Source: an optimization exercise on an open RTL-to-GDS flow (aim: small area). Production flows keep margins and buffers that such runs may drop.
The RTL was checked by simulation tests, not by an equivalence proof against the original design.
Power figures rest on the tool's default switching activity, not on a simulated workload. The flow treats the clock pin as an ideal source, which a real chip does not have.

Setup of lane 1:
Design stereo_cap_top, start of the top module:
module stereo_cap_top (
    input  logic               clk_50_4m,
    input  logic               rst,
    input  logic               cam_vsync,
    input  logic               cam_href,
    input  logic               cam_byte_valid,
    input  logic [7:0]         cam_data,
    output logic               vid_hs,
    output logic               vid_vs,
    output logic               vid_de,
    output logic [23:0]        vid_rgb,     
    output logic [8-1:0] frames_stored,
    output logic [8-1:0] frames_dropped
);
export LEC_CHECK = 0
export CAP_MARGIN = 20
export CORE_MARGIN = 2
export CORE_UTILIZATION = 70
export SLEW_MARGIN = 20
export SYNTH_MEMORY_MAX_BITS = 8192
create_clock -name core_clock -period 10.0 [get_ports {clk_50_4m}]
standard.sh (not shown) runs the stock make flow with config.mk's settings and CLKGATE_MAP_FILE= SYNTH_SCRIPT=/design/flow/synth_recipe.tcl, a recipe that flattens the netlist after the stock synthesis.
==> flow/flow/run.sh <==
#!/bin/bash
# The standard layout (standard.sh) with three changes to how it is made:
#  - synthesis: the standard flow's synthesis script unchanged, except that its ABC
#    technology mapping uses an area-oriented script (flow/abc_map.script)
#    in place of ORFS's speed script. Flip-flops are mapped before ABC
#    runs, so the registers are those of the standard synthesis.
#  - clock tree: sink clusters of up to 34 flops within 60 um, each
#    driven by a clkbuf_16, clkbuf_8 for the levels above them, and no
#    dummy loads (they only pad leaf buffers for balance)
#  - port buffers: the smallest buffer, buf_1, instead of the default pick
# Floorplan, power grid, taps, placement and routing are the standard
# flow. make's full output goes to standard.log in this folder; ORFS's
# per-step logs stay under orfs/logs.
set -euo pipefail
W=$PWD
cat > "$W/area_synth.tcl" <<EOF
proc abc {args} {
  set i [lsearch \$args -script]
  if {\$i >= 0} { lset args [expr {\$i + 1}] $W/flow/abc_map.script }
  yosys abc {*}\$args
}
source $W/synth_recipe.tcl
EOF
export CTS_ARGS="-sink_clustering_enable -repair_clock_nets -sink_clustering_size 34 -sink_clustering_max_diameter 60 -dont_use_dummy_load -sink_clustering_buffer sky130_fd_sc_hd__clkbuf_16 -tree_buf sky130_fd_sc_hd__clkbuf_8"
export BUFFER_PORTS_ARGS="-buffer_cell sky130_fd_sc_hd__buf_1"
bash standard.sh finish "SYNTH_SCRIPT=$W/area_synth.tcl" > standard.log 2>&1
==> flow/flow/abc_map.script <==
strash
dch
amap
topo
stime -c
No stage failed in lane 1, and the final checks on the layout all came back clean.
Modified inputs, lane 2 compared to lane 1
# lane 1
export LEC_CHECK = 0
export CAP_MARGIN = 20
export CORE_MARGIN = 2
export CORE_UTILIZATION = 70
export SLEW_MARGIN = 20
export SYNTH_MEMORY_MAX_BITS = 8192
create_clock -name core_clock -period 10.0 [get_ports {clk_50_4m}]
# lane 2
export LEC_CHECK = 0
export CAP_MARGIN = 5
export CORE_MARGIN = 2
export CORE_UTILIZATION = 70
export SLEW_MARGIN = 5
export SYNTH_MEMORY_MAX_BITS = 8192
create_clock -name core_clock -period 10.0 [get_ports {clk_50_4m}]
diff --git a/flow/flow/run.sh b/flow/flow/run.sh
--- a/flow/flow/run.sh
+++ b/flow/flow/run.sh
@@ -7,2 +7 @@
-#  - clock tree: sink clusters of up to 34 flops within 60 um, each
-#    driven by a clkbuf_16, clkbuf_8 for the levels above them, and no
+#  - clock tree: sink clusters of up to 34 flops within 60 um, and no
@@ -24 +23 @@
-export CTS_ARGS="-sink_clustering_enable -repair_clock_nets -sink_clustering_size 34 -sink_clustering_max_diameter 60 -dont_use_dummy_load -sink_clustering_buffer sky130_fd_sc_hd__clkbuf_16 -tree_buf sky130_fd_sc_hd__clkbuf_8"
+export CTS_ARGS="-sink_clustering_enable -repair_clock_nets -sink_clustering_size 34 -sink_clustering_max_diameter 60 -dont_use_dummy_load"
==> comparison <==
- Initial antenna violation count (lane 2 over lane 1): decrease, 4
- Delta (lane 2 minus lane 1): combined area of the multi-input logic cells saw little to no change, area growth from synthesis to layout shows an increase of 0.20 points.
- The share of cells above drive strength 1 on lane 2 is in line with that on lane 1.
- Of lane 2 and lane 1, it is lane 2 that has the higher setup slack of the critical path after layout.
- Relative to lane 1, lane 2 improves final period demand of the worst path.
- ~same ratio of routed vias to standard cells in lane 1 and lane 2
- On share of total power consumed by net switching, lane 1 and lane 2 are basically level.
- Comparing fraction of standard cell area that is sequential for lane 1 and lane 2, the smaller number came from lane 2.

-- port drivers added, routing unchanged --
Ports are ideal in the flow. The routed layouts listed here were re-timed in OpenROAD. Step 1 assumes that a clkbuf_16 drives the clock port and a buf_2 every other input. Step 2, shift: input delay + t, output delay - t, t = (earliest + latest rising clock arrival at the registers) / 2. This alone moves slack from input paths to output paths. Slacks: ideal ports / drivers / drivers and shift; pairs: ideal ports / drivers.
run | t, ns | slack for setup (ns) | hold WS [ns]
lane 1 | 0.857 | 3.779 / 3.704 / 4.561 | 0.280 / 0.280 / 0.280
lane 2 | 0.853 | 3.812 / 3.732 / 4.585 | 0.270 / 0.270 / 0.270
After both steps every run listed still meets setup and hold.
